From an optimization exercise on the open Yosys and OpenROAD flow, aimed at small area, a short achievable clock period and few clock cycles per item; shortcuts taken in it are not production practice. The RTL was checked by simulation tests, not by an equivalence proof against the original design. Power and IR drop assume default switching activity.

// buddy_block_allocator
module buddy_block_allocator (
    input  logic        i_clk,
    input  logic        i_rst_n,
    input  logic        i_in_valid,
    output logic        o_in_ready,
    input  logic [33:0] i_in_data,
    output logic        o_out_valid,
    input  logic        i_out_ready,
    output logic [17:0] o_out_data
);
==> flow/config.mk <==
export PLATFORM = sky130hd
export DESIGN_NAME = buddy_block_allocator
export DESIGN_NICKNAME = buddy_block_allocator
export VERILOG_FILES = /design/flow/design.v
export SDC_FILE = /design/flow/constraint.sdc
export NUM_CORES = 4
export LEC_CHECK = 0
export ABC_AREA = 1
export CAP_MARGIN = 20
export CELL_PAD_IN_SITES_DETAIL_PLACEMENT = 1
export CELL_PAD_IN_SITES_GLOBAL_PLACEMENT = 2
export CORE_MARGIN = 2
export CORE_UTILIZATION = 55
export SETUP_SLACK_MARGIN = 5
export SLEW_MARGIN = 20
==> flow/constraint.sdc <==
create_clock -name core_clock -period 10.0 [get_ports {i_clk}]
set_input_delay 2.0000 -clock core_clock [delete_from_list [all_inputs] [get_ports {i_clk}]]
set_output_delay 2.0000 -clock core_clock [all_outputs]
set_load 0.01 [all_outputs]
run.sh (not shown) runs the stock make flow with config.mk's settings and CLKGATE_MAP_FILE= SYNTH_SCRIPT=/design/flow/synth_recipe.tcl, a recipe that flattens the netlist after the stock synthesis.
The starting point aborted during 3_1_place_gp_skip_io.
Testbench counts at the start, summed over its fixed seeds: cycles 4,016, items 4,000.
Change:
==> flow/flow/run.sh (new file) <==
#!/bin/bash
set -euo pipefail
MARGIN=${MARGIN:-6.5}
sed -E "s/SETUP_SLACK_MARGIN=[0-9.]+/SETUP_SLACK_MARGIN=${MARGIN}/" standard.sh > standard_margin.sh
grep -q "SETUP_SLACK_MARGIN=${MARGIN}" standard_margin.sh
bash standard_margin.sh > layout.log 2>&1
==> flow/standard.sh (new file) <==
#!/bin/bash
# synth_recipe.tcl (not shown) runs the flow's synth.tcl, then flattens the netlist and writes it again
# the make line also repeats each setting of config.mk as NAME=value (left out here)
make -C /OpenROAD-flow-scripts/flow DESIGN_CONFIG=/design/flow/config.mk WORK_HOME=/design/flow/orfs CLKGATE_MAP_FILE= SYNTH_SCRIPT=/design/flow/synth_recipe.tcl "${@:-finish}"
--- a/flow/config.mk
+++ b/flow/config.mk
@@ -11,5 +11,5 @@
 export CELL_PAD_IN_SITES_GLOBAL_PLACEMENT = 2
 export CORE_MARGIN = 2
-export CORE_UTILIZATION = 55
+export CORE_UTILIZATION = 50
 export SETUP_SLACK_MARGIN = 5
 export SLEW_MARGIN = 20
removed: flow/run.sh
- The changed run stopped in 5_1_grt
- area after synthesis is unchanged
- synthesized cell count stays the same
Change:
==> flow/flow/run.sh (replaced) <==
#!/bin/bash
set -euo pipefail
MARGIN=5.7
sed -E "s/SETUP_SLACK_MARGIN=[0-9.]+/SETUP_SLACK_MARGIN=${MARGIN}/" standard.sh > standard_margin.sh
grep -q "SETUP_SLACK_MARGIN=${MARGIN}" standard_margin.sh
bash standard_margin.sh > layout.log 2>&1
--- a/flow/config.mk
+++ b/flow/config.mk
@@ -11,5 +11,6 @@
 export CELL_PAD_IN_SITES_GLOBAL_PLACEMENT = 2
 export CORE_MARGIN = 2
-export CORE_UTILIZATION = 50
+export CORE_UTILIZATION = 44
+export CTS_BUF_LIST = sky130_fd_sc_hd__clkbuf_8
 export SETUP_SLACK_MARGIN = 5
-export SLEW_MARGIN = 20
+export SLEW_MARGIN = 30
After rerunning: With this change the flow produced a clean layout. Synthesized area stays the same. Synthesized cell count is unchanged.
Change:
==> flow/run.sh (new file) <==
#!/bin/bash
# synth_recipe.tcl (not shown) runs the flow's synth.tcl, then flattens the netlist and writes it again
# the make line also repeats each setting of config.mk as NAME=value (left out here)
make -C /OpenROAD-flow-scripts/flow DESIGN_CONFIG=/design/flow/config.mk WORK_HOME=/design/flow/orfs CLKGATE_MAP_FILE= SYNTH_SCRIPT=/design/flow/synth_recipe.tcl finish
--- a/flow/config.mk
+++ b/flow/config.mk
@@ -11,6 +11,5 @@
 export CELL_PAD_IN_SITES_GLOBAL_PLACEMENT = 2
 export CORE_MARGIN = 2
-export CORE_UTILIZATION = 44
-export CTS_BUF_LIST = sky130_fd_sc_hd__clkbuf_8
-export SETUP_SLACK_MARGIN = 5
-export SLEW_MARGIN = 30
+export CORE_UTILIZATION = 50
+export SETUP_SLACK_MARGIN = 4
+export SLEW_MARGIN = 20
removed: flow/flow/run.sh
removed: flow/standard.sh
Result:
- final cell count goes down by 7.6%
- setup slack got worse by 1.5 ns
- total power climbs by 1.3%
- routed wire length is lower by 9.4%
- area after synthesis is unchanged
- design area went down by 9.2%
- critical path depth drops by 4
- via count came out lower by 4.0%
Change:
--- a/flow/config.mk
+++ b/flow/config.mk
@@ -12,4 +12,4 @@
 export CORE_MARGIN = 2
 export CORE_UTILIZATION = 50
-export SETUP_SLACK_MARGIN = 4
+export SETUP_SLACK_MARGIN = 5
 export SLEW_MARGIN = 20
The changed run completed without violations.
Combinational power grows by 7.3%.
Sequential share of layout area came out lower by 1.2 points.
Critical path depth goes up by 3.
Routed wire length climbs by 2.2%.
Change:
==> flow/flow/run.sh (new file) <==
#!/bin/bash
set -euo pipefail
MARGIN=6.0
sed -E "s/SETUP_SLACK_MARGIN=[0-9.]+/SETUP_SLACK_MARGIN=${MARGIN}/" standard.sh > standard_margin.sh
grep -q "SETUP_SLACK_MARGIN=${MARGIN}" standard_margin.sh
bash standard_margin.sh > layout.log 2>&1
==> flow/standard.sh (new file) <==
#!/bin/bash
# synth_recipe.tcl (not shown) runs the flow's synth.tcl, then flattens the netlist and writes it again
# the make line also repeats each setting of config.mk as NAME=value (left out here)
make -C /OpenROAD-flow-scripts/flow DESIGN_CONFIG=/design/flow/config.mk WORK_HOME=/design/flow/orfs CLKGATE_MAP_FILE= SYNTH_SCRIPT=/design/flow/synth_recipe.tcl "${@:-finish}"
--- a/flow/config.mk
+++ b/flow/config.mk
@@ -12,4 +12,5 @@
 export CORE_MARGIN = 2
 export CORE_UTILIZATION = 50
+export CTS_BUF_LIST = sky130_fd_sc_hd__clkbuf_8
 export SETUP_SLACK_MARGIN = 5
-export SLEW_MARGIN = 20
+export SLEW_MARGIN = 30
removed: flow/run.sh
The changed run finished with timing, DRC and antenna clean.
Non-clock buffer count rises by 253.
Wire length rises by about a fifth.
Setup slack improves by 0.19 ns.
Cell area rises by roughly a tenth.
Total power falls slightly.
Via count rises by roughly a tenth.

[re-timing with driven ports]
Ports are ideal in the flow. The routed layouts listed here were re-timed in OpenROAD. Step 1, drivers: a clkbuf_16 drives i_clk and a buf_2 each remaining input, both assumed. Step 2 also shifts input and output timing later by t, the mid clock arrival at the registers, as if the neighbouring blocks saw the same clock. Three values: no drivers, after step 1, after step 2; two values: the first two.
run | t (ns) | slack for setup (ns) | clock arrival spread, ns | worst slew at a driven data input, ns | cell pins on the clock port's net
the third run | 0.821 | 5.614 / 5.614 / 5.614 | 0.050 / 0.049 | 0.05 | 1
the fourth run | 0.690 | 4.099 / 4.099 / 4.099 | 0.037 / 0.038 | 0.05 | 1
the fifth run | 0.691 | 4.905 / 4.905 / 4.905 | 0.035 / 0.036 | 0.06 | 1
the sixth run | 0.845 | 5.094 / 5.094 / 5.094 | 0.067 / 0.068 | 0.04 | 1
After both steps setup and hold are still met in every run listed.
